Source: an optimization exercise on an open RTL-to-GDS flow (aim: small area, a short achievable clock period and few clock cycles per item). Production flows keep margins and buffers that such runs may drop. The RTL was checked by simulation tests, not by an equivalence proof against the original design.

--- flow/constraint.sdc ---
create_clock -name core_clock -period 4.5 [get_ports {aclk}]
set_input_delay 0.9000 -clock core_clock [delete_from_list [all_inputs] [get_ports {aclk}]]
set_output_delay 0.9000 -clock core_clock [all_outputs]
set_load 0.01 [all_outputs]
--- flow/design.v ---
package sru_pkg;
    localparam int RADICAND_W = 32;
    localparam int ROOT_W     = 24;
    typedef struct packed {
        logic valid;
        logic invalid;
    } sru_ctl_t;
endpackage
module square_root_unit
#(
    parameter int FRAC_BITS = 16
) (
    input  logic                                  aclk,
    input  logic                                  aresetn,
    input  logic                                  s_valid,
    output logic                                  s_ready,
    input  logic signed [sru_pkg::RADICAND_W-1:0] s_radicand,
    output logic                                  m_valid,
    input  logic                                  m_ready,
    output logic        [sru_pkg::ROOT_W-1:0]     m_root,
    output logic                                  m_invalid
);
    logic en;   
    logic neg;
    logic [31:0] x0;   
    assign neg = s_radicand[31];
    assign x0  = {neg, s_radicand[30] | neg, s_radicand[29:0]};
    logic [2:0] rs_s0_j0;
    logic [3:0] d_s0_j0;
    logic fit_s0_j0;
    assign rs_s0_j0 = {1'b0, x0[31:30]};
    assign d_s0_j0 = {1'b0, rs_s0_j0} + {4{1'b1}};
    assign fit_s0_j0 = ~d_s0_j0[3];
    logic [1:0] r_s0_j0;
    assign r_s0_j0 = fit_s0_j0 ? d_s0_j0[1:0] : rs_s0_j0[1:0];
    logic [0:0] q_s0_j0;
    assign q_s0_j0 = ~fit_s0_j0;
    logic [29:0] x_s0_j0;
    assign x_s0_j0 = x0[29:0];
    logic [3:0] rs_s0_j1;
    logic [4:0] d_s0_j1;
    logic fit_s0_j1;
    assign rs_s0_j1 = {r_s0_j0, x_s0_j0[29:28]};
    assign d_s0_j1 = {1'b0, rs_s0_j1} + {{2{1'b1}}, q_s0_j0, 2'b11};
    assign fit_s0_j1 = ~d_s0_j1[4];
    logic [2:0] r_s0_j1;
    assign r_s0_j1 = fit_s0_j1 ? d_s0_j1[2:0] : rs_s0_j1[2:0];
    logic [1:0] q_s0_j1;
    assign q_s0_j1 = {q_s0_j0, ~fit_s0_j1};
    logic [27:0] x_s0_j1;
    assign x_s0_j1 = x_s0_j0[27:0];
    logic [4:0] rs_s0_j2;
    logic [5:0] d_s0_j2;
    logic fit_s0_j2;
    assign rs_s0_j2 = {r_s0_j1, x_s0_j1[27:26]};
    assign d_s0_j2 = {1'b0, rs_s0_j2} + {{2{1'b1}}, q_s0_j1, 2'b11};
    assign fit_s0_j2 = ~d_s0_j2[5];
    logic [3:0] r_s0_j2;
    assign r_s0_j2 = fit_s0_j2 ? d_s0_j2[3:0] : rs_s0_j2[3:0];
    logic [2:0] q_s0_j2;
    assign q_s0_j2 = {q_s0_j1, ~fit_s0_j2};
    logic [25:0] x_s0_j2;
    assign x_s0_j2 = x_s0_j1[25:0];
    logic [3:0] R0;
    logic [2:0] Q0;
    logic [25:0] X0;
    logic v0;
    always_ff @(posedge aclk) begin
        if (!aresetn) v0 <= 1'b0;
        else if (en) v0 <= s_valid;
    end
    always_ff @(posedge aclk) begin
        if (en) begin
            R0 <= r_s0_j2;
            Q0 <= q_s0_j2;
            X0 <= x_s0_j2;
        end
    end
    logic [5:0] rs_s1_j3;
    logic [6:0] d_s1_j3;
    logic fit_s1_j3;
    assign rs_s1_j3 = {R0, X0[25:24]};
    assign d_s1_j3 = {1'b0, rs_s1_j3} + {{2{1'b1}}, Q0, 2'b11};
    assign fit_s1_j3 = ~d_s1_j3[6];
    logic [4:0] r_s1_j3;
    assign r_s1_j3 = fit_s1_j3 ? d_s1_j3[4:0] : rs_s1_j3[4:0];
    logic [3:0] q_s1_j3;
    assign q_s1_j3 = {Q0, ~fit_s1_j3};
    logic [23:0] x_s1_j3;
    assign x_s1_j3 = X0[23:0];
    logic [6:0] rs_s1_j4;
    logic [7:0] d_s1_j4;
    logic fit_s1_j4;
    assign rs_s1_j4 = {r_s1_j3, x_s1_j3[23:22]};
    assign d_s1_j4 = {1'b0, rs_s1_j4} + {{2{1'b1}}, q_s1_j3, 2'b11};
    assign fit_s1_j4 = ~d_s1_j4[7];
    logic [5:0] r_s1_j4;
    assign r_s1_j4 = fit_s1_j4 ? d_s1_j4[5:0] : rs_s1_j4[5:0];
    logic [4:0] q_s1_j4;
    assign q_s1_j4 = {q_s1_j3, ~fit_s1_j4};
    logic [21:0] x_s1_j4;
    assign x_s1_j4 = x_s1_j3[21:0];
    logic [7:0] rs_s1_j5;
    logic [8:0] d_s1_j5;
    logic fit_s1_j5;
    assign rs_s1_j5 = {r_s1_j4, x_s1_j4[21:20]};
    assign d_s1_j5 = {1'b0, rs_s1_j5} + {{2{1'b1}}, q_s1_j4, 2'b11};
    assign fit_s1_j5 = ~d_s1_j5[8];
    logic [6:0] r_s1_j5;
    assign r_s1_j5 = fit_s1_j5 ? d_s1_j5[6:0] : rs_s1_j5[6:0];
    logic [5:0] q_s1_j5;
    assign q_s1_j5 = {q_s1_j4, ~fit_s1_j5};
    logic [19:0] x_s1_j5;
    assign x_s1_j5 = x_s1_j4[19:0];
    logic [6:0] R1;
    logic [5:0] Q1;
    logic [19:0] X1;
    logic v1;
    always_ff @(posedge aclk) begin
        if (!aresetn) v1 <= 1'b0;
        else if (en) v1 <= v0;
    end
    always_ff @(posedge aclk) begin
        if (en) begin
            R1 <= r_s1_j5;
            Q1 <= q_s1_j5;
            X1 <= x_s1_j5;
        end
    end
    logic [8:0] rs_s2_j6;
    logic [9:0] d_s2_j6;
    logic fit_s2_j6;
    assign rs_s2_j6 = {R1, X1[19:18]};
    assign d_s2_j6 = {1'b0, rs_s2_j6} + {{2{1'b1}}, Q1, 2'b11};
    assign fit_s2_j6 = ~d_s2_j6[9];
    logic [7:0] r_s2_j6;
    assign r_s2_j6 = fit_s2_j6 ? d_s2_j6[7:0] : rs_s2_j6[7:0];
    logic [6:0] q_s2_j6;
    assign q_s2_j6 = {Q1, ~fit_s2_j6};
    logic [17:0] x_s2_j6;
    assign x_s2_j6 = X1[17:0];
    logic [9:0] rs_s2_j7;
    logic [10:0] d_s2_j7;
    logic fit_s2_j7;
    assign rs_s2_j7 = {r_s2_j6, x_s2_j6[17:16]};
    assign d_s2_j7 = {1'b0, rs_s2_j7} + {{2{1'b1}}, q_s2_j6, 2'b11};
    assign fit_s2_j7 = ~d_s2_j7[10];
    logic [8:0] r_s2_j7;
    assign r_s2_j7 = fit_s2_j7 ? d_s2_j7[8:0] : rs_s2_j7[8:0];
    logic [7:0] q_s2_j7;
    assign q_s2_j7 = {q_s2_j6, ~fit_s2_j7};
    logic [15:0] x_s2_j7;
    assign x_s2_j7 = x_s2_j6[15:0];
    logic [8:0] R2;
    logic [7:0] Q2;
    logic [15:0] X2;
    logic v2;
    always_ff @(posedge aclk) begin
        if (!aresetn) v2 <= 1'b0;
        else if (en) v2 <= v1;
    end
    always_ff @(posedge aclk) begin
        if (en) begin
            R2 <= r_s2_j7;
            Q2 <= q_s2_j7;
            X2 <= x_s2_j7;
        end
    end
    logic [10:0] rs_s3_j8;
    logic [11:0] d_s3_j8;
    logic fit_s3_j8;
    assign rs_s3_j8 = {R2, X2[15:14]};
    assign d_s3_j8 = {1'b0, rs_s3_j8} + {{2{1'b1}}, Q2, 2'b11};
    assign fit_s3_j8 = ~d_s3_j8[11];
    logic [9:0] r_s3_j8;
    assign r_s3_j8 = fit_s3_j8 ? d_s3_j8[9:0] : rs_s3_j8[9:0];
    logic [8:0] q_s3_j8;
    assign q_s3_j8 = {Q2, ~fit_s3_j8};
    logic [13:0] x_s3_j8;
    assign x_s3_j8 = X2[13:0];
    logic [11:0] rs_s3_j9;
    logic [12:0] d_s3_j9;
    logic fit_s3_j9;
    assign rs_s3_j9 = {r_s3_j8, x_s3_j8[13:12]};
    assign d_s3_j9 = {1'b0, rs_s3_j9} + {{2{1'b1}}, q_s3_j8, 2'b11};
    assign fit_s3_j9 = ~d_s3_j9[12];
    logic [10:0] r_s3_j9;
    assign r_s3_j9 = fit_s3_j9 ? d_s3_j9[10:0] : rs_s3_j9[10:0];
    logic [9:0] q_s3_j9;
    assign q_s3_j9 = {q_s3_j8, ~fit_s3_j9};
    logic [11:0] x_s3_j9;
    assign x_s3_j9 = x_s3_j8[11:0];
    logic [10:0] R3;
    logic [9:0] Q3;
    logic [11:0] X3;
    logic v3;
    always_ff @(posedge aclk) begin
        if (!aresetn) v3 <= 1'b0;
        else if (en) v3 <= v2;
    end
    always_ff @(posedge aclk) begin
        if (en) begin
            R3 <= r_s3_j9;
            Q3 <= q_s3_j9;
            X3 <= x_s3_j9;
        end
    end
    logic [12:0] rs_s4_j10;
    logic [13:0] d_s4_j10;
    logic fit_s4_j10;
    assign rs_s4_j10 = {R3, X3[11:10]};
    assign d_s4_j10 = {1'b0, rs_s4_j10} + {{2{1'b1}}, Q3, 2'b11};
    assign fit_s4_j10 = ~d_s4_j10[13];
    logic [11:0] r_s4_j10;
    assign r_s4_j10 = fit_s4_j10 ? d_s4_j10[11:0] : rs_s4_j10[11:0];
    logic [10:0] q_s4_j10;
    assign q_s4_j10 = {Q3, ~fit_s4_j10};
    logic [9:0] x_s4_j10;
    assign x_s4_j10 = X3[9:0];
    logic [13:0] rs_s4_j11;
    logic [14:0] d_s4_j11;
    logic fit_s4_j11;
    assign rs_s4_j11 = {r_s4_j10, x_s4_j10[9:8]};
    assign d_s4_j11 = {1'b0, rs_s4_j11} + {{2{1'b1}}, q_s4_j10, 2'b11};
    assign fit_s4_j11 = ~d_s4_j11[14];
    logic [12:0] r_s4_j11;
    assign r_s4_j11 = fit_s4_j11 ? d_s4_j11[12:0] : rs_s4_j11[12:0];
    logic [11:0] q_s4_j11;
    assign q_s4_j11 = {q_s4_j10, ~fit_s4_j11};
    logic [7:0] x_s4_j11;
    assign x_s4_j11 = x_s4_j10[7:0];
    logic [12:0] R4;
    logic [11:0] Q4;
    logic [7:0] X4;
    logic v4;
    always_ff @(posedge aclk) begin
        if (!aresetn) v4 <= 1'b0;
        else if (en) v4 <= v3;
    end
    always_ff @(posedge aclk) begin
        if (en) begin
            R4 <= r_s4_j11;
            Q4 <= q_s4_j11;
            X4 <= x_s4_j11;
        end
    end
    logic [14:0] rs_s5_j12;
    logic [15:0] d_s5_j12;
    logic fit_s5_j12;
    assign rs_s5_j12 = {R4, X4[7:6]};
    assign d_s5_j12 = {1'b0, rs_s5_j12} + {{2{1'b1}}, Q4, 2'b11};
    assign fit_s5_j12 = ~d_s5_j12[15];
    logic [13:0] r_s5_j12;
    assign r_s5_j12 = fit_s5_j12 ? d_s5_j12[13:0] : rs_s5_j12[13:0];
    logic [12:0] q_s5_j12;
    assign q_s5_j12 = {Q4, ~fit_s5_j12};
    logic [5:0] x_s5_j12;
    assign x_s5_j12 = X4[5:0];
    logic [15:0] rs_s5_j13;
    logic [16:0] d_s5_j13;
    logic fit_s5_j13;
    assign rs_s5_j13 = {r_s5_j12, x_s5_j12[5:4]};
    assign d_s5_j13 = {1'b0, rs_s5_j13} + {{2{1'b1}}, q_s5_j12, 2'b11};
    assign fit_s5_j13 = ~d_s5_j13[16];
    logic [14:0] r_s5_j13;
    assign r_s5_j13 = fit_s5_j13 ? d_s5_j13[14:0] : rs_s5_j13[14:0];
    logic [13:0] q_s5_j13;
    assign q_s5_j13 = {q_s5_j12, ~fit_s5_j13};
    logic [3:0] x_s5_j13;
    assign x_s5_j13 = x_s5_j12[3:0];
    logic [14:0] R5;
    logic [13:0] Q5;
    logic [3:0] X5;
    logic v5;
    always_ff @(posedge aclk) begin
        if (!aresetn) v5 <= 1'b0;
        else if (en) v5 <= v4;
    end
    always_ff @(posedge aclk) begin
        if (en) begin
            R5 <= r_s5_j13;
            Q5 <= q_s5_j13;
            X5 <= x_s5_j13;
        end
    end
    logic [16:0] rs_s6_j14;
    logic [17:0] d_s6_j14;
    logic fit_s6_j14;
    assign rs_s6_j14 = {R5, X5[3:2]};
    assign d_s6_j14 = {1'b0, rs_s6_j14} + {{2{1'b1}}, Q5, 2'b11};
    assign fit_s6_j14 = ~d_s6_j14[17];
    logic [15:0] r_s6_j14;
    assign r_s6_j14 = fit_s6_j14 ? d_s6_j14[15:0] : rs_s6_j14[15:0];
    logic [14:0] q_s6_j14;
    assign q_s6_j14 = {Q5, ~fit_s6_j14};
    logic [1:0] x_s6_j14;
    assign x_s6_j14 = X5[1:0];
    logic [17:0] rs_s6_j15;
    logic [18:0] d_s6_j15;
    logic fit_s6_j15;
    assign rs_s6_j15 = {r_s6_j14, x_s6_j14[1:0]};
    assign d_s6_j15 = {1'b0, rs_s6_j15} + {{2{1'b1}}, q_s6_j14, 2'b11};
    assign fit_s6_j15 = ~d_s6_j15[18];
    logic [16:0] r_s6_j15;
    assign r_s6_j15 = fit_s6_j15 ? d_s6_j15[16:0] : rs_s6_j15[16:0];
    logic [15:0] q_s6_j15;
    assign q_s6_j15 = {q_s6_j14, ~fit_s6_j15};
    logic [16:0] R6;
    logic [15:0] Q6;
    logic v6;
    always_ff @(posedge aclk) begin
        if (!aresetn) v6 <= 1'b0;
        else if (en) v6 <= v5;
    end
    always_ff @(posedge aclk) begin
        if (en) begin
            R6 <= r_s6_j15;
            Q6 <= q_s6_j15;
        end
    end
    logic [18:0] rs_s7_j16;
    logic [19:0] d_s7_j16;
    logic fit_s7_j16;
    assign rs_s7_j16 = {R6, 2'b00};
    assign d_s7_j16 = {1'b0, rs_s7_j16} + {{2{1'b1}}, Q6, 2'b11};
    assign fit_s7_j16 = ~d_s7_j16[19];
    logic [17:0] r_s7_j16;
    assign r_s7_j16 = fit_s7_j16 ? d_s7_j16[17:0] : rs_s7_j16[17:0];
    logic [16:0] q_s7_j16;
    assign q_s7_j16 = {Q6, ~fit_s7_j16};
    logic [19:0] rs_s7_j17;
    logic [20:0] d_s7_j17;
    logic fit_s7_j17;
    assign rs_s7_j17 = {r_s7_j16, 2'b00};
    assign d_s7_j17 = {1'b0, rs_s7_j17} + {{2{1'b1}}, q_s7_j16, 2'b11};
    assign fit_s7_j17 = ~d_s7_j17[20];
    logic [18:0] r_s7_j17;
    assign r_s7_j17 = fit_s7_j17 ? d_s7_j17[18:0] : rs_s7_j17[18:0];
    logic [17:0] q_s7_j17;
    assign q_s7_j17 = {q_s7_j16, ~fit_s7_j17};
    logic [18:0] R7;
    logic [17:0] Q7;
    logic v7;
    always_ff @(posedge aclk) begin
        if (!aresetn) v7 <= 1'b0;
        else if (en) v7 <= v6;
    end
    always_ff @(posedge aclk) begin
        if (en) begin
            R7 <= r_s7_j17;
            Q7 <= q_s7_j17;
        end
    end
    logic [20:0] rs_s8_j18;
    logic [21:0] d_s8_j18;
    logic fit_s8_j18;
    assign rs_s8_j18 = {R7, 2'b00};
    assign d_s8_j18 = {1'b0, rs_s8_j18} + {{2{1'b1}}, Q7, 2'b11};
    assign fit_s8_j18 = ~d_s8_j18[21];
    logic [19:0] r_s8_j18;
    assign r_s8_j18 = fit_s8_j18 ? d_s8_j18[19:0] : rs_s8_j18[19:0];
    logic [18:0] q_s8_j18;
    assign q_s8_j18 = {Q7, ~fit_s8_j18};
    logic [21:0] rs_s8_j19;
    logic [22:0] d_s8_j19;
    logic fit_s8_j19;
    assign rs_s8_j19 = {r_s8_j18, 2'b00};
    assign d_s8_j19 = {1'b0, rs_s8_j19} + {{2{1'b1}}, q_s8_j18, 2'b11};
    assign fit_s8_j19 = ~d_s8_j19[22];
    logic [20:0] r_s8_j19;
    assign r_s8_j19 = fit_s8_j19 ? d_s8_j19[20:0] : rs_s8_j19[20:0];
    logic [19:0] q_s8_j19;
    assign q_s8_j19 = {q_s8_j18, ~fit_s8_j19};
    logic [20:0] R8;
    logic [19:0] Q8;
    logic v8;
    always_ff @(posedge aclk) begin
        if (!aresetn) v8 <= 1'b0;
        else if (en) v8 <= v7;
    end
    always_ff @(posedge aclk) begin
        if (en) begin
            R8 <= r_s8_j19;
            Q8 <= q_s8_j19;
        end
    end
    logic [22:0] rs_s9_j20;
    logic [23:0] d_s9_j20;
    logic fit_s9_j20;
    assign rs_s9_j20 = {R8, 2'b00};
    assign d_s9_j20 = {1'b0, rs_s9_j20} + {{2{1'b1}}, Q8, 2'b11};
    assign fit_s9_j20 = ~d_s9_j20[23];
    logic [21:0] r_s9_j20;
    assign r_s9_j20 = fit_s9_j20 ? d_s9_j20[21:0] : rs_s9_j20[21:0];
    logic [20:0] q_s9_j20;
    assign q_s9_j20 = {Q8, ~fit_s9_j20};
    logic [23:0] rs_s9_j21;
    logic [24:0] d_s9_j21;
    logic fit_s9_j21;
    assign rs_s9_j21 = {r_s9_j20, 2'b00};
    assign d_s9_j21 = {1'b0, rs_s9_j21} + {{2{1'b1}}, q_s9_j20, 2'b11};
    assign fit_s9_j21 = ~d_s9_j21[24];
    logic [22:0] r_s9_j21;
    assign r_s9_j21 = fit_s9_j21 ? d_s9_j21[22:0] : rs_s9_j21[22:0];
    logic [21:0] q_s9_j21;
    assign q_s9_j21 = {q_s9_j20, ~fit_s9_j21};
    logic [22:0] R9;
    logic [21:0] Q9;
    logic v9;
    always_ff @(posedge aclk) begin
        if (!aresetn) v9 <= 1'b0;
        else if (en) v9 <= v8;
    end
    always_ff @(posedge aclk) begin
        if (en) begin
            R9 <= r_s9_j21;
            Q9 <= q_s9_j21;
        end
    end
    logic [24:0] rs_s10_j22;
    logic [25:0] d_s10_j22;
    logic fit_s10_j22;
    assign rs_s10_j22 = {R9, 2'b00};
    assign d_s10_j22 = {1'b0, rs_s10_j22} + {{2{1'b1}}, Q9, 2'b11};
    assign fit_s10_j22 = ~d_s10_j22[25];
    logic [23:0] r_s10_j22;
    assign r_s10_j22 = fit_s10_j22 ? d_s10_j22[23:0] : rs_s10_j22[23:0];
    logic [22:0] q_s10_j22;
    assign q_s10_j22 = {Q9, ~fit_s10_j22};
    logic [25:0] rs_s10_j23;
    logic [26:0] d_s10_j23;
    logic fit_s10_j23;
    assign rs_s10_j23 = {r_s10_j22, 2'b00};
    assign d_s10_j23 = {1'b0, rs_s10_j23} + {{2{1'b1}}, q_s10_j22, 2'b11};
    assign fit_s10_j23 = ~d_s10_j23[26];
    logic [23:0] q_s10_j23;
    assign q_s10_j23 = {q_s10_j22, ~fit_s10_j23};
    logic hv;
    logic [23:0] hq;
    assign en = ~hv | m_ready;
    always_ff @(posedge aclk) begin
        if (!aresetn) hv <= 1'b0;
        else if (en) hv <= v9;
    end
    always_ff @(posedge aclk) begin
        if (en) begin
            hq <= ~q_s10_j23;
        end
    end
    assign s_ready   = en;
    assign m_valid   = hv;
    assign m_invalid = hq[23] & hq[22];
    assign m_root    = hq & {24{~m_invalid}};
endmodule
--- flow/config.mk ---
export PLATFORM = sky130hd
export DESIGN_NAME = square_root_unit
export DESIGN_NICKNAME = square_root_unit
export VERILOG_FILES = /design/flow/design.v
export SDC_FILE = /design/flow/constraint.sdc
export NUM_CORES = 4
export LEC_CHECK = 0
export ABC_AREA = 1
export CAP_MARGIN = 20
export CORE_MARGIN = 2
export CORE_UTILIZATION = 65
export CTS_BUF_LIST = sky130_fd_sc_hd__clkbuf_16
export CTS_CLUSTER_DIAMETER = 60
export CTS_CLUSTER_SIZE = 30
export PLACE_DENSITY = 0.75
export SLEW_MARGIN = 20
--- flow/run.sh ---
#!/bin/bash
# synth_recipe.tcl (not shown) runs the flow's synth.tcl, then flattens the netlist and writes it again
# the make line also repeats each setting of config.mk as NAME=value (left out here)
make -C /OpenROAD-flow-scripts/flow DESIGN_CONFIG=/design/flow/config.mk WORK_HOME=/design/flow/orfs CLKGATE_MAP_FILE= SYNTH_SCRIPT=/design/flow/synth_recipe.tcl finish
==> flow_summary.ini, run 1 <==
[timing]
max_slew_margin = 0.340
finalCriticalPeriod_ns = 4.28
worst_pin_slew_ns = 0.990
hold_ws_ns = 0.422
hold_viol = 0
clock_skew_ns = 0.0357
finalCritPeriodShare = 0.952
slew_violations = 0
timing.fmax_ghz = 0.233
setup_viol = 0

[routing]
drtIter0Drc = 2004
drtPass1Iterations = 9
drc = 0
routed_wl_mm = 68.5
avgViaCountPerCell = 5.93
wl_per_cell_um = 17.4
antenna_left = 0
vias = 23300

[global_route]
gr-total-overflow = 0
grtUsageTotal = 0.305
antenna_found_initial = 0
grt_pass1_vias = 22300
grt_max_degree = 149
grt_first_pass_wirelength_mm = 109

[outcome]
outcome = timing/DRC/antenna clean

[clock_network]
cts_buffers = 37
clk_pin_slew_ns = 0.08
ctsHoldBuffers = 0
cts-root-buf = clkbuf_16
insertion_delay_ns = 0.58
clock_path_buffers = 3
htreeDepth = 2
cts_tree = yes
clkSinkCount = 386

[floorplan]
io-pin-count = 63
dieArea_um2 = 44300
die_width_um = 210
start_util = 0.659
fp-row-count = 75
die_h_um = 210
core_region_area_um2 = 42000

[layout]
diodes = 0
finalInstanceArea_um2 = 30700
layoutNonFillerInstCount = 3928
utilization = 0.730
area_growth_pct = 10.8
drive_gt1_frac = 0.0661
nets = 3690

[worst_hold_path]
hp-class = reg2reg

[yosys]
synthesis.nets = 3582
syn_area_um2 = 27700
ys.flop_type = edfxtp_1
synth.lib_cells_used.distinct = 57
synthCells = 3255
postSynth.asyncResetShare = 0
ys.warnings.count = 1
synth_seq_cells = 386
synth-seq-area-share = 0.415
avgSynthCellArea_um2 = 8.51
synth_edf_count = 375

[placement]
placedCellCount = 3849
place_congestion = 0.978
hpwl_mm = 52.7
portBuffers = 62
dpl-instance-area_um2 = 29100

[critical_path]
critPathCaptureType = flip-flop
crit_arrival_ns = 4.57
worstPathRequired_ns = 4.79
cp-start-kind = flip-flop
crit_type = reg2reg
crit_path_max_fanout = 31

[job]
maxCapViolations = 0
repair_timing:
action / CTS / global route
pin swaps: 0 / 5
endpoints found under the setup margin: 29 / 91
cloned: 0 / 2
resized for setup: 4 / 74
setup buffers: 0 / 12
layer usage:
layer  vias to the layer above  routed length [um]  GRT usage
li1                      11400                   -          -
met1                     10900               29000      0.397
met2                       808               33200      0.526
met3                       166                4150     0.0414
met4                         0                2120      0.103
met5                         -                   0          0
kinds of logic (layout without fill, tap and decap cells):
| group | after synthesis | count (layout) | share of synthesized area |
|---|---|---|---|
| simple gates | 1330 | 1330 | 0.203 |
| flops | 386 | 386 | 0.415 |
| fa+ha+maj | 291 | 291 | 0.133 |
| buf+inv | 376 | 510 | 0.0544 |
| compound gates | 683 | 683 | 0.135 |
| xor+xnor | 189 | 189 | 0.0598 |
worst paths after layout:
kind               start  endpoint  slack [ns]  cells past startpoint
hold / removal    X0[17]    X1[17]        0.42                      0
setup / recovery   Q7[4]    R8[10]        0.22                     17
setup reg to reg   Q7[4]    R8[10]        0.22                     17
hold reg to reg   X0[17]    X1[17]        0.42                      0
through the flow:
| stage | setup slack [ns] | setup TNS, ns |
|---|---|---|
| after floorplan | 0.206 | 0 |
| after global placement | 0.0386 | 0 |
| after detailed placement | -0.0885 | -0.970 |
| after CTS | 0.0205 | 0 |
| after global routing | -0.0437 | -0.196 |
| final | 0.216 | 0 |
synth_stat cells (25+ instances only):
| cell type | number | area share |
|---|---|---|
| o21ai_0 | 293 | 0.053 |
| xor2_1 | 101 | 0.032 |
| a21o_1 | 31 | 0.0084 |
| ha_1 | 284 | 0.13 |
| a21oi_1 | 259 | 0.047 |
| nor3_1 | 25 | 0.0045 |
| nor2_1 | 240 | 0.033 |
| xnor2_1 | 88 | 0.028 |
| inv_1 | 322 | 0.044 |
| nand3_1 | 160 | 0.029 |
| nand2_1 | 789 | 0.11 |
| nand4_1 | 31 | 0.0070 |
| edfxtp_1 | 375 | 0.41 |
sequential cells by signal (all words and copies together) (netlist names), 13 cells and up:
signal,count
Q9,22
Q6,16
Q7,18
X1,20
R9,22
Q8,20
Q5,14
R8,20
R4,13
X0,26
R7,18
R5,15
X2,16
hq,24
R6,17
cell type report:
| class | instances | area [um^2] |
|---|---|---|
| clock buffers | 37 | 926 |
| clock inverters | 28 | 394 |
| multi-input cells | 2493 | 14800 |
| well taps | 539 | 674 |
| inverters | 333 | 1310 |
| flip-flops and latches | 386 | 11500 |
| repair inverters | 2 | 13.8 |
| fillers | 3234 | 11400 |
| repair buffers | 110 | 1040 |
layout by cell type (no fill, tap or decap), types with 9 or more instances in the layout:
cell type and instances:
nand2_1 785, edfxtp_1 375, inv_1 318, ha_1 279, o21ai_0 268, a21oi_1 249, nor2_1 239, nand3_1 159
xor2_1 101, xnor2_1 88, clkdlybuf4s50_1 62, buf_4 42, clkbuf_16 37, o21ai_1 35, a21o_1 31, nand4_1 31
nor3_1 24, nand2_2 19, or2_2 17, a21oi_2 15, o21bai_1 11, a31oi_1 11, nor4_1 11, dfxtp_1 11
o21a_1 10, o21ai_2 10, inv_6 9, o211ai_1 9
worst max-delay path, cell delays in order (launching register included):
cell      delay, ns
edfxtp_1       0.50
ha_1           0.38
a21oi_1        0.25
nand3_1        0.21
nand3_1        0.12
nand2_1        0.09
a21oi_1        0.18
xor2_1         0.08
o21ai_0        0.31
ha_1           0.35
a21oi_1        0.22
o21ai_0        0.13
a221oi_1       0.29
nand3_1        0.22
a21oi_2        0.22
nand2_2        0.11
inv_6          0.19
o21ai_0        0.15
Testbench counts, summed over its fixed seeds: cycles 32,088, items 32,000.
==> run 2, diff against run 1 <==
--- a/flow/config.mk
+++ b/flow/config.mk
@@ -8,9 +8,8 @@
 export ABC_AREA = 1
 export CAP_MARGIN = 20
 export CORE_MARGIN = 2
-export CORE_UTILIZATION = 65
+export CORE_UTILIZATION = 50
 export CTS_BUF_LIST = sky130_fd_sc_hd__clkbuf_16
 export CTS_CLUSTER_DIAMETER = 60
 export CTS_CLUSTER_SIZE = 30
-export PLACE_DENSITY = 0.75
 export SLEW_MARGIN = 20
==> run 2 against run 1 <==
Effect of this change: die area increased by 29%; design area increased by 1.4%; clock-buffer cell count up 4; worst setup slack better by 0.023 ns; register-to-register slack better by 0.02 ns; critical path type unchanged.
==> flow_summary.ini, run 2 <==
[yosys]
synthesis.nets = 3582
syn_area_um2 = 27700
postSynth.asyncResetShare = 0
avgSynthCellArea_um2 = 8.51
synth.lib_cells_used.distinct = 57
ys.flop_type = edfxtp_1
synth_area_leaders = edfxtp_1, ha_1, nand2_1, o21ai_0, a21oi_1
yosysTopAreaCell = edfxtp_1
synth-seq-area-share = 0.415
synth_edf_count = 375
ys.warnings.count = 1
synth_top_area_share = 0.407
synth_common_cells = nand2_1, edfxtp_1, inv_1
synth_seq_cells = 386
yosys.cell_count.top_type = nand2_1
synthCells = 3255

[global_route]
gr-total-overflow = 0
grt_first_pass_wirelength_mm = 109
grtUsageTotal = 0.240
antenna_found_initial = 0
grt_max_degree = 77
grt_pass1_vias = 21100

[timing]
clock_skew_ns = 0.0292
worst_pin_slew_ns = 0.942
hold_viol = 0
finalCritPeriodShare = 0.947
max_slew_margin = 0.372
slew_violations = 0
timing.fmax_ghz = 0.235
setup_viol = 0
finalCriticalPeriod_ns = 4.26

[critical_path]
crit_arrival_ns = 4.59
cp-start-kind = flip-flop
cp_slowest_stage_delay_ns = 0.48
worstPathRequired_ns = 4.83
crit_type = reg2reg
critPathCaptureType = flip-flop
crit_path_max_fanout = 4
crit_slowest_cell = edfxtp_1
r2r_cells = 17
worstPathCellList = ha_1 > nand2_1 > nor3_2 > and2_1 > nand4_1 > nand3_4 > buf_4 > ha_2 > inv_1 > fa_1 > o21ai_1 > a21boi_1 > o21ai_0 > a21boi_1 > o21ai_0 > xnor2_1 > o21ai_1

[clock_network]
insertion_delay_ns = 0.59
ctsHoldBuffers = 0
clkSinkCount = 386
htreeDepth = 2
clock_path_buffers = 3
clk_pin_slew_ns = 0.07
cts_tree = yes
cts_buffers = 39
cts-root-buf = clkbuf_16

[worst_hold_path]
hp-class = reg2reg
whs_path_depth = 0

[layout]
mostFrequentLayoutCells = nand2_1, edfxtp_1, inv_1
nets = 3714
layout_commonest_cell = nand2_1
diodes = 0
largest_reg_flops = 26
reg_top3 = X0: 26 flops, hq: 24 flops
regMostFlops = X0
layoutNonFillerInstCount = 4118
drive_gt1_frac = 0.0750
area_growth_pct = 12.4

[placement]
place_congestion = 0.935
portBuffers = 62
placedCellCount = 4032
hpwl_mm = 54.6

[routing]
routed_wl_mm = 69.3
drtPass1Iterations = 8
antenna_left = 0
vias = 22400
wl_per_cell_um = 16.8
drtIter0Drc = 1514
avgViaCountPerCell = 5.44
drc = 0

[floorplan]
io-pin-count = 63
fp-row-count = 86
dieArea_um2 = 57300
start_util = 0.504
core_region_area_um2 = 54900
die_h_um = 239
die_width_um = 239

[outcome]
outcome = timing/DRC/antenna clean

[job]
maxCapViolations = 0
run 2: worst max-delay path, delay by kind of cell, from the launching register on:
kind                       cells  cell delay (ns)
adders and majority gates      3             1.06
xor gates and xnor gates       1             0.15
AOI/OAI and AO/OA              6             1.23
DFF                            1             0.48
buffers and inverters          2             0.26
and+or+nand+nor                5             0.83
run 2: final cells by class:
| type | count | area, um^2 |
|---|---|---|
| Fill cell | 4947 | 23800 |
| Multi-Input combinational cell | 2493 | 14900 |
| Sequential cell | 386 | 11500 |
| Inverter | 333 | 1290 |
| Timing Repair Buffer | 132 | 1200 |
| Clock buffer | 41 | 1030 |
| Tap cell | 704 | 881 |
| Clock inverter | 27 | 332 |
| Timing Repair inverter | 2 | 12.5 |
run 2: cells by family (layout without fill, tap and decap cells):
family                   Yosys count  after routing  synth area share
buffers and inverters            376            535            0.0544
flip-flops                       386            386             0.415
adder cells (fa/ha/maj)          291            291             0.133
AO/OA/AOI/OAI                    683            683             0.135
AND/OR/NAND/NOR                 1330           1330             0.203
XOR/XNOR                         189            189            0.0598
run 2: timing repair:
action	in CTS	in global routing
buffers inserted	0	16
pin swaps	0	9
gates cloned	0	2
endpoints found under the hold margin	0	0
setup endpoints to repair	6	90
resized for setup	2	88
run 2: worst paths after layout:
kind,from,endpoint,slack [ns]
worst max-delay path,Q7[16],R8[15],0.24
worst min register to register,X2[11],X3[11],0.42
worst min-delay path,X2[11],X3[11],0.42
worst max register to register,Q7[16],R8[15],0.24
run 2: per-stage QoR:
step	cell area (um^2)	worst slack, ns	hold WS [ns]	util	TNS [ns]
floorplan	27700	0.206	0.400	-	0
global placement	29400	0.0275	0.400	0.536	0
detailed placement	29400	-0.0334	0.405	0.536	-0.156
CTS	30800	0.00874	0.420	0.561	0
global route	31100	-0.0336	0.427	0.567	-0.115
finish	31100	0.240	0.418	0.567	0
run 2: layer usage:
layer	up-vias	GRT usage	routed length (um)
li1	11500	-	-
met1	10400	0.329	32700
met2	450	0.396	32000
met3	94	0.0338	3060
met4	0	0.0670	1610
met5	-	0	0
==> run 3, diff against run 2 <==
--- a/flow/config.mk
+++ b/flow/config.mk
@@ -10,6 +10,6 @@
 export CORE_MARGIN = 2
 export CORE_UTILIZATION = 50
 export CTS_BUF_LIST = sky130_fd_sc_hd__clkbuf_16
-export CTS_CLUSTER_DIAMETER = 60
-export CTS_CLUSTER_SIZE = 30
+export CTS_CLUSTER_DIAMETER = 80
+export CTS_CLUSTER_SIZE = 32
 export SLEW_MARGIN = 20
==> run 3 against run 2 <==
Effect of this change: sequential share of layout area grew 0.15 points; wire length is 0.25% lower; synthesized cell count stayed put; critical path type unchanged.
==> flow_summary.ini, run 3 <==
[yosys]
synth-seq-area-share = 0.415
syn_area_um2 = 27700
synth_common_cells = nand2_1, edfxtp_1, inv_1
synth_area_leaders = edfxtp_1, ha_1, nand2_1, o21ai_0, a21oi_1
synth_seq_cells = 386
synthCells = 3255
yosysTopAreaCell = edfxtp_1
synth_top_area_share = 0.407
ys.warnings.count = 1
postSynth.asyncResetShare = 0
synth_edf_count = 375
ys.flop_type = edfxtp_1
synth.lib_cells_used.distinct = 57
synthesis.nets = 3582
avgSynthCellArea_um2 = 8.51
yosys.cell_count.top_type = nand2_1

[clock_network]
clock_path_buffers = 3
cts-root-buf = clkbuf_16
clk_pin_slew_ns = 0.10
insertion_delay_ns = 0.64
htreeDepth = 1
cts_tree = yes
clkSinkCount = 386
cts_buffers = 31
ctsHoldBuffers = 0

[job]
maxCapViolations = 0

[timing]
fin_ws_ns = 0.284
clock_skew_ns = 0.0409
slew_violations = 0
hold_viol = 0
timing.fmax_ghz = 0.237
worst_pin_slew_ns = 0.950
finalCritPeriodShare = 0.937
setup_viol = 0
finalCriticalPeriod_ns = 4.22
max_slew_margin = 0.366

[layout]
reg_top3 = X0: 26 flops, hq: 24 flops
drive_gt1_frac = 0.0747
diodes = 0
regMostFlops = X0
n_fill_cell = 4953
layout_commonest_cell = nand2_1
finalInstanceArea_um2 = 31000
largest_reg_flops = 26
nets = 3716
utilization = 0.565
area_growth_pct = 11.9
mostFrequentLayoutCells = nand2_1, edfxtp_1, inv_1

[floorplan]
fp-row-count = 86
dieArea_um2 = 57300
die_h_um = 239
die_width_um = 239
core_region_area_um2 = 54900
start_util = 0.504
io-pin-count = 63

[global_route]
grt_pass1_vias = 21100
grt_first_pass_wirelength_mm = 109
gr-total-overflow = 0
grt_max_degree = 77
antenna_found_initial = 0
grtUsageTotal = 0.238

[placement]
dpl-instance-area_um2 = 29400
place_congestion = 0.935
dp_slack_ns = -0.0334
portBuffers = 62
hpwl_mm = 54.6

[routing]
wl_per_cell_um = 16.8
drc = 0
routed_wl_mm = 69.1
vias = 22500
drtPass1Iterations = 6
avgViaCountPerCell = 5.45
drtIter0Drc = 1509
antenna_left = 0

[worst_hold_path]
hp-class = reg2reg

[critical_path]
crit_type = reg2reg
worstPathCellList = ha_1 > nand2_1 > inv_1 > a21oi_1 > nand3_2 > nand2_4 > nand2_4 > buf_4 > o21ai_1 > inv_1 > ha_1 > nand2_1 > o21ai_0 > inv_1 > o211ai_1 > nor2_1 > nand2_2 > inv_2 > nand2_1 > nand2_1
crit_path_max_fanout = 12
cp_slowest_stage_delay_ns = 0.49
crit_path_frequent_cell = nand2_1
crit_slowest_cell = edfxtp_1
critPathCaptureType = flip-flop
crit_arrival_ns = 4.55
cp-start-kind = flip-flop
worstPathRequired_ns = 4.84

[outcome]
outcome = timing/DRC/antenna clean
==> run 3: cell counts after synthesis <==
No cell type changed its count.
==> run 3: logic make-up after synthesis <==
family,Yosys count,share of synthesized area
compound gates,683,0.135
simple gates,1330,0.203
buf+inv,376,0.0544
fa+ha+maj,291,0.133
xor+xnor,189,0.0598
flops,386,0.415
==> run 3: metrics by stage <==
step                setup TNS, ns  cells  hold slack (ns)
floorplan                       0   3255            0.400
global placement                0   4032            0.400
detailed placement         -0.156   4032            0.405
CTS                             0   4090            0.418
global route              -0.0257   4118            0.419
finish                          0   4118            0.416
==> run 3: layout make-up <==
class                      count  area (um^2)  area share
clock buffer                  31          776      0.0250
clock inverter                27          419      0.0135
inverter                     333         1290      0.0417
multi-input combinational   2493        14900       0.479
sequential                   386        11500       0.370
tap                          704          881      0.0284
timing repair buffer         142         1270      0.0410
timing repair inverter         2         12.5    0.000404
==> run 3: final timing paths <==
kind,startpoint,end,slack [ns],cells past startpoint
worst max-delay path,Q5[5],R6[10],0.28,20
worst min-delay path,X2[8],X3[8],0.42,0
worst max register to register,Q5[5],R6[10],0.28,20
worst min register to register,X2[8],X3[8],0.42,0
==> run 3: repair_timing <==
action,4_1_cts,5_1_grt
gates resized for setup,2,89
gates cloned,0,2
setup buffers,0,26
endpoints found under the setup margin,17,89
pin swaps,0,10
hold endpoints to repair,0,0
==> run 3: metal layers <==
layer,GRT usage,vias to the layer above,wire length [um],share of wire
met5,0,-,0,0
met4,0.0557,0,1570,0.023
met3,0.0266,88,2660,0.038
met2,0.398,450,32300,0.47
met1,0.330,10400,32700,0.47
li1,-,11500,-,-
==> run 3: worst max-delay path, delay by kind of cell (launching register included) <==
family	cells	cell delay, ns
AO/OA/AOI/OAI	4	0.91
adder cells (fa/ha/maj)	2	0.73
buffers and inverters	5	0.56
flip-flops	1	0.49
AND/OR/NAND/NOR	9	1.19
==> run 4, diff against run 3 <==
--- a/flow/config.mk
+++ b/flow/config.mk
@@ -8,8 +8,9 @@
 export ABC_AREA = 1
 export CAP_MARGIN = 20
 export CORE_MARGIN = 2
-export CORE_UTILIZATION = 50
+export CORE_UTILIZATION = 65
 export CTS_BUF_LIST = sky130_fd_sc_hd__clkbuf_16
 export CTS_CLUSTER_DIAMETER = 80
 export CTS_CLUSTER_SIZE = 32
+export PLACE_DENSITY = 0.75
 export SLEW_MARGIN = 20
==> run 4 against run 3 <==
Effect of this change: area after synthesis did not move; global-route usage increased by 6.6 points; non-clock buffer count decreased by 32.
==> flow_summary.ini, run 4 <==
[outcome]
outcome = timing/DRC/antenna clean

[worst_hold_path]
hp-class = reg2reg

[layout]
regMostFlops = X0
area_growth_pct = 9.88
nets = 3682
layout_commonest_cell = nand2_1
reg_top3 = X0: 26 flops, hq: 24 flops
drive_gt1_frac = 0.0619
largest_reg_flops = 26
finalInstanceArea_um2 = 30400
mostFrequentLayoutCells = nand2_1, edfxtp_1, inv_1
diodes = 0

[critical_path]
crit_path_frequent_cell = nand2_1
crit_type = reg2reg
crit_buf_inv = 3
crit_slowest_cell = fa_1
cp_slowest_stage_delay_ns = 0.44
worstPathRequired_ns = 4.83
cpLargestDelayFamily = simple AND/OR/NAND/NOR gates
crit_path_max_fanout = 8
worstPathCellList = ha_1 > inv_1 > fa_1 > o21ai_2 > nand4_1 > nand2_2 > nand2_1 > nand2_1 > a21oi_1 > or2_2 > nand3_1 > nand2_1 > ha_2 > nand2_2 > nor4_4 > nand4_1 > nand3_1 > nand2_1 > inv_1 > nor2_2 > nand2_4 > clkinv_4 > nand2_1 > o21ai_0
cp-start-kind = flip-flop
critPathCaptureType = flip-flop
crit_arrival_ns = 4.59

[floorplan]
die_width_um = 210
core_region_area_um2 = 42000
dieArea_um2 = 44300
die_h_um = 210
fp-row-count = 75
io-pin-count = 63
start_util = 0.659

[routing]
drtIter0Drc = 1954
routed_wl_mm = 68.5
avgViaCountPerCell = 5.96
drtPass1Iterations = 6
antenna_left = 0
vias = 23400
drc = 0
wl_per_cell_um = 17.5

[global_route]
grt_use_met2 = 0.529
busiest_layer = met2
grt_pass1_vias = 22300
gr-usage-met3 = 0.0343
grtUsageTotal = 0.303
gr-total-overflow = 0
antenna_found_initial = 1
grt_first_pass_wirelength_mm = 109
use_met1 = 0.396
grt_max_degree = 149

[yosys]
avgSynthCellArea_um2 = 8.51
ys.flop_type = edfxtp_1
postSynth.asyncResetShare = 0
synth_common_cells = nand2_1, edfxtp_1, inv_1
synthCells = 3255
synth_area_leaders = edfxtp_1, ha_1, nand2_1, o21ai_0, a21oi_1
yosysTopAreaCell = edfxtp_1
synth_edf_count = 375
synth_seq_cells = 386
synth.lib_cells_used.distinct = 57
synth-seq-area-share = 0.415
synth_top_area_share = 0.407
synthesis.nets = 3582
syn_area_um2 = 27700
yosys.cell_count.top_type = nand2_1
ys.warnings.count = 1

[clock_network]
clock_path_buffers = 3
cts_buffers = 28
htreeDepth = 1
clk_pin_slew_ns = 0.11
clkSinkCount = 386
cts_tree = yes
insertion_delay_ns = 0.60
ctsHoldBuffers = 0
cts-root-buf = clkbuf_16

[placement]
portBuffers = 62
place_congestion = 0.978
hpwl_mm = 52.7
dp_slack_ns = -0.0885
dpl-instance-area_um2 = 29100

[job]
maxCapViolations = 0

[timing]
slew_violations = 0
hold_viol = 0
finalCriticalPeriod_ns = 4.26
clock_skew_ns = 0.0359
max_slew_margin = 0.372
worst_pin_slew_ns = 0.941
timing.fmax_ghz = 0.235
finalCritPeriodShare = 0.947
fin_ws_ns = 0.238
setup_viol = 0
-- run 4: cell counts after synthesis --
No cell type changed its count.
-- run 4: per-stage QoR --
stage	util	hold WS (ns)	instances	setup TNS [ns]
after floorplan	-	0.400	3255	0
after global placement	0.691	0.400	3849	0
after detailed placement	0.691	0.405	3849	-0.970
after CTS	0.717	0.429	3901	0
after global routing	0.724	0.435	3916	-0.184
final	0.724	0.427	3916	0
-- run 4: cell type report --
type | count | area, um^2
multi-input cells | 2493 | 14800
inverters | 333 | 1300
repair buffers | 110 | 1040
repair inverters | 3 | 17.5
clock buffers | 30 | 751
clock inverters | 22 | 344
flip-flops and latches | 386 | 11500
fillers | 3261 | 11600
well taps | 539 | 674
-- run 4: logic make-up (layout without fill, tap and decap cells) --
group / Yosys count / count (layout) / synth area share
fa+ha+maj: 291 / 291 / 0.133
compound gates: 683 / 683 / 0.135
xor+xnor: 189 / 189 / 0.0598
buf+inv: 376 / 498 / 0.0544
flops: 386 / 386 / 0.415
simple gates: 1330 / 1330 / 0.203
-- run 4: timing repair --
item	in CTS	in global routing
setup buffers	0	12
pin swaps	0	7
cloned	0	3
setup endpoints to repair	24	89
hold endpoints to repair	0	0
resized for setup	5	67
-- run 4: path summary, 6_finish.rpt --
| check | from | to | slack, ns | cells after the start |
|---|---|---|---|---|
| max | R8[0] | R9[13] | 0.24 | 24 |
| min reg2reg | X4[3] | X5[3] | 0.43 | 0 |
| max reg2reg | R8[0] | R9[13] | 0.24 | 24 |
| min | X4[3] | X5[3] | 0.43 | 0 |
-- run 4: metal layers --
layer / share of wire / vias to the layer above / wire length, um
met4: 0.032 / 2 / 2200
met5: 0.00013 / - / 9
met1: 0.42 / 10900 / 28800
met2: 0.49 / 859 / 33400
met3: 0.059 / 164 / 4030
li1: - / 11400 / -
-- run 4: worst reg2reg max path, stage by stage, from the launching register on --
cell and delay [ns]:
edfxtp_1 0.40, ha_1 0.19, inv_1 0.06, fa_1 0.44
o21ai_2 0.22, nand4_1 0.12, nand2_2 0.12, nand2_1 0.06
nand2_1 0.12, a21oi_1 0.10, or2_2 0.28, nand3_1 0.07
nand2_1 0.09, ha_2 0.40, nand2_2 0.10, nor4_4 0.31
nand4_1 0.16, nand3_1 0.15, nand2_1 0.06, inv_1 0.08
nor2_2 0.06, nand2_4 0.14, clkinv_4 0.12, nand2_1 0.08
o21ai_0 0.08
==> run 5, diff against run 4 <==
--- a/flow/config.mk
+++ b/flow/config.mk
@@ -8,9 +8,8 @@
 export ABC_AREA = 1
 export CAP_MARGIN = 20
 export CORE_MARGIN = 2
-export CORE_UTILIZATION = 65
-export CTS_BUF_LIST = sky130_fd_sc_hd__clkbuf_16
-export CTS_CLUSTER_DIAMETER = 80
-export CTS_CLUSTER_SIZE = 32
-export PLACE_DENSITY = 0.75
+export CORE_UTILIZATION = 50
+export CTS_BUF_LIST = sky130_fd_sc_hd__clkbuf_8
+export CTS_CLUSTER_DIAMETER = 50
+export CTS_CLUSTER_SIZE = 16
 export SLEW_MARGIN = 20
==> run 5 against run 4 <==
Effect of this change: sequential cell count unchanged; non-clock buffer count increased by 26; via count decreased by 3.2%; register-to-register slack improved by 0.03 ns; final cell count increased by 6.0%; still clean; synthesized cell count unchanged.
==> flow_summary.ini, run 5 <==
[outcome]
outcome = timing/DRC/antenna clean

[timing]
finalCriticalPeriod_ns = 4.23
fin_ws_ns = 0.270
hold_ws_ns = 0.424
timing.setup.tns_ns = 0
finalCritPeriodShare = 0.940
worst_pin_slew_ns = 0.928
setup_viol = 0
hold_viol = 0
timing.fmax_ghz = 0.236
slew_violations = 0
rsz0062_at_grt = true
max_slew_margin = 0.381
clock_skew_ns = 0.0304

[routing]
vias = 22600
drtIter0Drc = 1417
avgViaCountPerCell = 5.45
routed_wl_mm = 69.5
antenna_left = 0
drc = 0
wl_per_cell_um = 16.7
drtPass1Iterations = 5

[clock_network]
insertion_delay_ns = 0.68
cts_tree = yes
clk_pin_slew_ns = 0.08
ctsHoldBuffers = 0
htreeDepth = 2
clock_path_buffers = 3
cts_buffers = 53
clkSinkCount = 386
cts-root-buf = clkbuf_8

[critical_path]
worstPathRequired_ns = 4.90
cp-start-kind = flip-flop
crit_arrival_ns = 4.63
crit_path_max_fanout = 30
crit_type = reg2reg
critPathCaptureType = flip-flop

[yosys]
ys.flop_type = edfxtp_1
synth-seq-area-share = 0.415
synthCells = 3255
synth_common_cells = nand2_1, edfxtp_1, inv_1
syn_area_um2 = 27700
synth_area_leaders = edfxtp_1, ha_1, nand2_1, o21ai_0, a21oi_1
yosys.cell_count.top_type = nand2_1
postSynth.asyncResetShare = 0
synth_edf_count = 375
synth_top_area_share = 0.407
synth.lib_cells_used.distinct = 57
avgSynthCellArea_um2 = 8.51
synth_seq_cells = 386
ys.warnings.count = 1
synthesis.nets = 3582
yosysTopAreaCell = edfxtp_1

[job]
maxCapViolations = 0

[placement]
place_congestion = 0.935
hpwl_mm = 54.6
portBuffers = 62
dp_slack_ns = -0.0334
dpl-instance-area_um2 = 29400
placedCellCount = 4032

[worst_hold_path]
hp-class = reg2reg

[floorplan]
die_h_um = 239
io-pin-count = 63
die_width_um = 239
start_util = 0.504
core_region_area_um2 = 54900
dieArea_um2 = 57300
fp-row-count = 86

[global_route]
grtUsageTotal = 0.240
grt_max_degree = 77
grt_first_pass_wirelength_mm = 109
antenna_found_initial = 1
gr-total-overflow = 0
grt_pass1_vias = 21200

[layout]
utilization = 0.564
regMostFlops = X0
layoutNonFillerInstCount = 4152
finalInstanceArea_um2 = 31000
area_growth_pct = 11.9
layout_commonest_cell = nand2_1
nets = 3732
mostFrequentLayoutCells = nand2_1, edfxtp_1, inv_1
reg_top3 = X0: 26 flops, hq: 24 flops
largest_reg_flops = 26
drive_gt1_frac = 0.0827

[power_and_ir_drop]
run 5: cell count changes in the layout (fill, tap and decap cells not counted), sizes merged:
cell and delta:
diode +1, buf +26, bufinv +1, inv +7, clkbuf +24, clkinvlp +2
clkinv +10
run 5: worst paths after layout:
check	cells after the start	slack [ns]	start	end
max	19	0.27	R7[0]	R8[20]
min	0	0.42	X2[10]	X3[10]
max reg2reg	19	0.27	R7[0]	R8[20]
min reg2reg	0	0.42	X2[10]	X3[10]
run 5: kinds of logic (layout without fill, tap and decap cells):
| kind of cell | Yosys count | count (layout) | synth area share |
|---|---|---|---|
| AO/OA/AOI/OAI | 683 | 683 | 0.135 |
| XOR/XNOR | 189 | 189 | 0.0598 |
| adder cells (fa/ha/maj) | 291 | 291 | 0.133 |
| buffers and inverters | 376 | 568 | 0.0544 |
| flip-flops | 386 | 386 | 0.415 |
| other | 0 | 1 | 0 |
| AND/OR/NAND/NOR | 1330 | 1330 | 0.203 |
run 5: area by class of cell:
type,instances,area (um^2)
Sequential cell,386,11500
Timing Repair Buffer,136,1230
Clock inverter,43,452
Multi-Input combinational cell,2493,14900
Fill cell,5005,23900
Antenna cell,1,2.50
Inverter,333,1290
Tap cell,704,881
Timing Repair inverter,2,12.5
Clock buffer,54,743
run 5: layer usage:
layer	GRT usage	wire, um
met4	0.0621	1550
met3	0.0373	3030
met2	0.396	32100
met1	0.331	32800
met5	0	0
run 5: timing repair:
item	4_1_cts	5_1_grt
gates cloned	0	2
endpoints found under the setup margin	9	89
pin swaps	0	7
gates resized for setup	2	87
setup buffers	0	20
run 5: critical path, cell delays in order (launching register included):
cell and delay, ns:
edfxtp_1 0.46, ha_1 0.27, inv_1 0.08, fa_1 0.27, o21ai_2 0.11, nand3_1 0.08
nand3_1 0.21, a21o_1 0.24, or2_2 0.27, a31oi_1 0.22, ha_1 0.31, nand2_1 0.13
nor2_1 0.07, a221oi_1 0.28, nand3_1 0.19, a21oi_2 0.22, nand2_2 0.14, inv_2 0.12
buf_12 0.17, o21ai_0 0.11
==> run 6, diff against run 5 <==
==> flow/flow/run.sh (new file) <==
#!/bin/bash
set -euo pipefail
bash standard.sh ADDER_MAP_FILE= finish > flow_make.log 2>&1
==> flow/standard.sh (new file) <==
#!/bin/bash
# synth_recipe.tcl (not shown) runs the flow's synth.tcl, then flattens the netlist and writes it again
# the make line also repeats each setting of config.mk as NAME=value (left out here)
make -C /OpenROAD-flow-scripts/flow DESIGN_CONFIG=/design/flow/config.mk WORK_HOME=/design/flow/orfs CLKGATE_MAP_FILE= SYNTH_SCRIPT=/design/flow/synth_recipe.tcl "${@:-finish}"
--- a/flow/config.mk
+++ b/flow/config.mk
@@ -9,7 +9,7 @@
 export CAP_MARGIN = 20
 export CORE_MARGIN = 2
 export CORE_UTILIZATION = 50
-export CTS_BUF_LIST = sky130_fd_sc_hd__clkbuf_8
-export CTS_CLUSTER_DIAMETER = 50
-export CTS_CLUSTER_SIZE = 16
+export CTS_BUF_LIST = sky130_fd_sc_hd__clkbuf_16
+export CTS_CLUSTER_DIAMETER = 80
+export CTS_CLUSTER_SIZE = 32
 export SLEW_MARGIN = 20
removed: flow/run.sh
==> run 6 against run 5 <==
Effect of this change: critical path depth unchanged; via count is 27% higher; non-clock buffer count decreased by 52; sequential cell count unchanged; synthesized cell count is 44% higher; highest routed layer unchanged; register-to-register slack better by 0.28 ns; design area grew 8.5%.
==> flow_summary.ini, run 6 <==
[yosys]
synth.lib_cells_used.distinct = 53
synth_seq_cells = 386
synth-compound-area-share = 0.0759
avgSynthCellArea_um2 = 6.59
synth_top_area_share = 0.364
synth_xor_area_frac = 0.0394
muxShareOfSynthArea = 0
synth-seq-area-share = 0.372
syn_area_um2 = 30900
ys.flop_type = edfxtp_1
synth_common_cells = nand2_1, inv_1, nor2_1
synth-adder-area-share = 0
synth_top_family_by_area = simple AND/OR/NAND/NOR gates
yosys.area_share.simple = 0.415
yosysTopAreaCell = edfxtp_1
synthesis.nets = 4726
synth_edf_count = 375
postSynth.asyncResetShare = 0
yosys.cell_count.top_type = nand2_1
ys.warnings.count = 1
synthCells = 4690
synth_area_leaders = edfxtp_1, nand2_1, inv_1, nand3_1, nor2_1

[floorplan]
die_h_um = 253
io-pin-count = 63
die_width_um = 253
start_util = 0.503
fp-row-count = 91
dieArea_um2 = 63800
core_region_area_um2 = 61400

[layout]
seqCellArea_um2 = 11500
reg_top3 = X0: 26 flops, hq: 24 flops
drive_gt1_frac = 0.0584
layoutNonFillerInstCount = 5570
multi_input_area_um2 = 16400
mostFrequentLayoutCells = nand2_1, inv_1, nor2_1
area_growth_pct = 8.74
regMostFlops = X0
diodes = 0
nets = 4791
largest_reg_flops = 26
layout_commonest_cell = nand2_1
n_fill_cell = 6312

[critical_path]
crit_type = reg2reg
worstPathRequired_ns = 4.89
r2r_cells = 19
critPathCaptureType = flip-flop
r2r_setup_slack_ns = 0.55
cp-start-kind = flip-flop
crit_path_max_fanout = 21
crit_arrival_ns = 4.34
reg2reg_to = R8[15]
r2r-start = Q7[15]

[routing]
wl_per_cell_um = 14.9
drc = 0
drtIter0Drc = 2068
antenna_left = 0
routed_wl_mm = 83.1
vias = 28700
avgViaCountPerCell = 5.15
drtPass1Iterations = 9

[worst_hold_path]
worstHoldStart = X1[10]
whs_path_depth = 0
whs_endpoint = X2[10]
hp-class = reg2reg

[clock_network]
cts_buffers = 31
cts-root-buf = clkbuf_16
clkSinkCount = 386
ctsHoldBuffers = 0
insertion_delay_ns = 0.66
clock_path_buffers = 3
htreeDepth = 1
cts_tree = yes
clk_pin_slew_ns = 0.09

[job]
maxCapViolations = 0

[placement]
placedCellCount = 5511
portBuffers = 62
place_congestion = 0.932
hpwl_mm = 66.5
dp_slack_ns = 0.425

[global_route]
grt_max_degree = 169
grtUsageTotal = 0.259
grt_pass1_vias = 26400
gr-total-overflow = 0
grt_first_pass_wirelength_mm = 134
antenna_found_initial = 1

[outcome]
outcome = timing/DRC/antenna clean

[timing]
clock_skew_ns = 0.0514
finalCriticalPeriod_ns = 3.95
hold_viol = 0
finalCritPeriodShare = 0.878
max_slew_margin = 0.372
slew_violations = 0
timing.fmax_ghz = 0.253
timing.setup.tns_ns = 0
fin_ws_ns = 0.549
worst_pin_slew_ns = 0.942
rsz0062_at_grt = false
setup_viol = 0
## run 6: cells by family (layout without fill, tap and decap cells)
logic type	Yosys count	after routing
xor+xnor	139	139
flops	386	386
simple gates	3001	3001
buf+inv	745	835
compound gates	419	419
## run 6: how the worst max path moves through the flow
stage	startpoint	end	slack (ns)	cells past startpoint
2_1_floorplan	m_ready	s_ready	0.21	2
3_3_place_gp	Q7[15]	R8[3]	0.41	20
3_5_place_dp	Q7[15]	R8[3]	0.42	20
4_1_cts	Q7[15]	R8[3]	0.40	20
5_1_grt	Q3[7]	R4[10]	0.07	21
6_report	Q7[15]	R8[15]	0.55	19
## run 6: timing repair
action / in CTS / in global routing
endpoints found under the hold margin: 0 / 0
endpoints found under the setup margin: 0 / 1
resized for setup: 0 / 1
buffers inserted: 0 / 0
## run 6: through the flow
stage / hold slack (ns) / instance area, um^2 / util
6_report: 0.427 / 33600 / 0.547
5_1_grt: 0.434 / 33600 / 0.547
4_1_cts: 0.428 / 33600 / 0.547
3_5_place_dp: 0.405 / 32300 / 0.526
3_3_place_gp: 0.400 / 32300 / 0.526
2_1_floorplan: 0.400 / 30900 / -
## run 6: cell type report
class / instances / area share
Timing Repair Buffer: 84 / 0.0247
Clock inverter: 27 / 0.0152
Tap cell: 790 / 0.0294
Sequential cell: 386 / 0.342
Multi-Input combinational cell: 3559 / 0.488
Clock buffer: 31 / 0.0231
Inverter: 693 / 0.0780
## run 6: worst max-delay path, cell delays in order (launching register included)
cell,delay (ns)
edfxtp_1,0.57
nand2_1,0.19
nand2_1,0.13
nor2_1,0.14
nand2_1,0.14
nor2_2,0.19
nand2_2,0.26
nand3_4,0.31
buf_4,0.25
nand2_1,0.08
o21ai_0,0.34
nand3_1,0.16
o21ai_2,0.26
nand2_1,0.09
nand2_1,0.19
nand3_1,0.13
nand2_1,0.08
nand2_1,0.07
nand3_1,0.07
nand2_1,0.05
## run 6: metal layers
metal  track usage  part of all wire  routed length [um]  vias to the layer above
met5             0                 0                   0                        -
met4        0.0773             0.028                2340                        0
met3        0.0243             0.043                3590                      121
met2         0.449              0.47               39400                      566
met1         0.342              0.45               37800                    12800
li1              -                 -                   -                    15200
==> run 7, diff against run 6 <==
--- a/flow/config.mk
+++ b/flow/config.mk
@@ -12,4 +12,5 @@
 export CTS_BUF_LIST = sky130_fd_sc_hd__clkbuf_16
 export CTS_CLUSTER_DIAMETER = 80
 export CTS_CLUSTER_SIZE = 32
+export SETUP_SLACK_MARGIN = 1.2
 export SLEW_MARGIN = 20
==> run 7 against run 6 <==
Effect of this change: design area grew 18%; sequential cell count is the same; final cell count grew 7.0%; largest cell class unchanged; non-clock buffer count grew 373; clock-buffer cell count unchanged; global-route usage increased by 0.64 points; first-iteration DRC count rose by 7.7%.
==> flow_summary.ini, run 7 <==
[global_route]
grtUsageTotal = 0.265
antenna_found_initial = 0
grt_max_degree = 178
gr-total-overflow = 0
grt_first_pass_wirelength_mm = 137
grt_pass1_vias = 26900

[layout]
layoutNonFillerInstCount = 5960
reg_top3 = X0: 26 flops, hq: 24 flops
area_growth_pct = 28.2
regMostFlops = X0
layout_commonest_cell = nand2_1
nets = 5182
mostFrequentLayoutCells = nand2_1, inv_1, nor2_1
drive_gt1_frac = 0.240
diodes = 0
utilization = 0.645
finalInstanceArea_um2 = 39600
seqCellArea_um2 = 11500
multi_input_area_um2 = 19100
n_fill_cell = 5573
largest_reg_flops = 26

[critical_path]
crit_path_frequent_cell = nand2_2
crit_path_max_fanout = 8
crit_type = reg2reg
critPathCaptureType = flip-flop
worstPathCellList = inv_2 > nand2_2 > nand2_4 > o21ai_4 > a21oi_4 > nor2_4 > nor2_4 > nand2_8 > buf_12 > nand3_1 > o21ai_0 > nand2_1 > nand2_2 > nor2_4 > nand2_1 > nor2_2 > nand2_2 > nand3_4 > inv_4 > nand3_1 > nand2_2
worstPathRequired_ns = 4.87
cp_slowest_stage_delay_ns = 0.49
crit_arrival_ns = 3.70
crit_slowest_cell = edfxtp_1
cp-start-kind = flip-flop

[yosys]
synth_area_leaders = edfxtp_1, nand2_1, inv_1, nand3_1, nor2_1
synth_edf_count = 375
avgSynthCellArea_um2 = 6.59
ys.warnings.count = 1
syn_area_um2 = 30900
postSynth.asyncResetShare = 0
synth_top_area_share = 0.364
synthCells = 4690
synth-seq-area-share = 0.372
synth.lib_cells_used.distinct = 53
synth_common_cells = nand2_1, inv_1, nor2_1
synth_seq_cells = 386
synthesis.nets = 4726
yosys.cell_count.top_type = nand2_1
ys.flop_type = edfxtp_1
yosysTopAreaCell = edfxtp_1

[routing]
drtPass1Iterations = 6
routed_wl_mm = 92.3
wl_per_cell_um = 15.5
drtIter0Drc = 2227
drc = 0
antenna_left = 0
avgViaCountPerCell = 5.23
vias = 31200

[placement]
place_congestion = 0.930
dp_slack_ns = 0.416
portBuffers = 62
hpwl_mm = 66.6
dpl-instance-area_um2 = 32300
placedCellCount = 5516

[floorplan]
io-pin-count = 63
core_region_area_um2 = 61400
start_util = 0.503
fp-row-count = 91
die_h_um = 253
die_width_um = 253
dieArea_um2 = 63800

[clock_network]
cts_tree = yes
cts-root-buf = clkbuf_16
insertion_delay_ns = 0.63
clk_pin_slew_ns = 0.10
cts_buffers = 31
ctsHoldBuffers = 0
clock_path_buffers = 3
htreeDepth = 1
clkSinkCount = 386

[timing]
max_slew_margin = 0.234
hold_viol = 0
finalCriticalPeriod_ns = 3.33
setup_viol = 0
worst_pin_slew_ns = 1.15
timing.fmax_ghz = 0.300
slew_violations = 0
finalCritPeriodShare = 0.740
rsz0062_at_grt = true
fin_ws_ns = 1.17
timing.setup.tns_ns = 0
clock_skew_ns = 0.0339

[worst_hold_path]
hp-class = reg2reg

[job]
maxCapViolations = 0

[outcome]
outcome = timing/DRC/antenna clean
==> run 7: cell type report <==
cell class | instances | area share
Multi-Input combinational cell | 3576 | 0.482
Sequential cell | 386 | 0.290
Timing Repair Buffer | 457 | 0.103
Inverter | 693 | 0.0678
Tap cell | 790 | 0.0250
Clock buffer | 31 | 0.0196
Clock inverter | 26 | 0.0120
Timing Repair inverter | 1 | 0.000221
==> run 7: logic make-up (layout without fill, tap and decap cells) <==
logic type / after synthesis / in the layout / share of synthesized area
and+or+nand+nor: 3001 / 3018 / 0.415
buffers and inverters: 745 / 1208 / 0.0981
AOI/OAI and AO/OA: 419 / 419 / 0.0759
DFF: 386 / 386 / 0.372
xor gates and xnor gates: 139 / 139 / 0.0394
==> run 7: what timing repair did <==
item / 4_1_cts / 5_1_grt
buffers inserted: 121 / 235
pin swaps: 40 / 214
setup endpoints to repair: 140 / 143
gates cloned: 6 / 25
resized for setup: 142 / 728
==> run 7: worst paths after layout <==
kind	slack [ns]	endpoint	from	cells past startpoint
min	0.41	X5[0]	X4[0]	0
max reg2reg	1.17	R5[9]	Q4[6]	21
min reg2reg	0.41	X5[0]	X4[0]	0
max	1.17	R5[9]	Q4[6]	21
==> run 7: stage by stage <==
stage	hold WS, ns
finish	0.408
CTS	0.407
floorplan	0.400
global placement	0.400
detailed placement	0.405
global route	0.412
==> run 7: layer usage <==
metal  GRT usage  vias to the layer above  routed length (um)
li1            -                    16000                   -
met1       0.351                    14300               40600
met2       0.469                      724               45800
met3      0.0230                      116                3930
met4      0.0609                        0                2030
met5           0                        -                   0
==> run 7: worst max-delay path: cells and delay by family, from the launching register on <==
family	cells	cell delay, ns
flops	1	0.49
simple gates	15	1.80
compound gates	3	0.42
buf+inv	3	0.36

==> static timing again, ports no longer ideal <==
Ports are ideal in the flow. The routed layouts listed here were re-timed in OpenROAD. Step 1 (the two cells are an assumption about what drives the block):
set clk [get_ports {aclk}]
set_driving_cell -lib_cell sky130_fd_sc_hd__clkbuf_16 $clk
set_driving_cell -lib_cell sky130_fd_sc_hd__buf_2 [delete_from_list [all_inputs] $clk]
Step 2, shift: input delay + t, output delay - t, t = (earliest + latest rising clock arrival at the registers) / 2. This alone moves slack from input paths to output paths. Three values: no drivers, after step 1, after step 2; two values: the first two.
run | t (ns) | setup WS [ns] | worst hold slack (ns) | worst setup path at the end | worst slew at a driven data input, ns
run 1 | 0.618 | 0.216 / 0.216 / 0.216 | 0.422 / 0.422 / 0.422 | register to register | 0.05
run 2 | 0.637 | 0.240 / 0.240 / 0.240 | 0.418 / 0.418 / 0.418 | register to register | 0.04
run 3 | 0.676 | 0.284 / 0.284 / 0.284 | 0.416 / 0.416 / 0.416 | register to register | 0.04
run 4 | 0.639 | 0.238 / 0.238 / 0.238 | 0.427 / 0.427 / 0.427 | register to register | 0.05
run 5 | 0.723 | 0.270 / 0.270 / 0.270 | 0.424 / 0.424 / 0.424 | register to register | 0.04
run 6 | 0.695 | 0.549 / 0.549 / 0.549 | 0.427 / 0.427 / 0.427 | register to register | 0.05
run 7 | 0.681 | 1.169 / 1.169 / 1.169 | 0.408 / 0.408 / 0.408 | register to register | 0.04
After both steps every run listed still meets setup and hold.
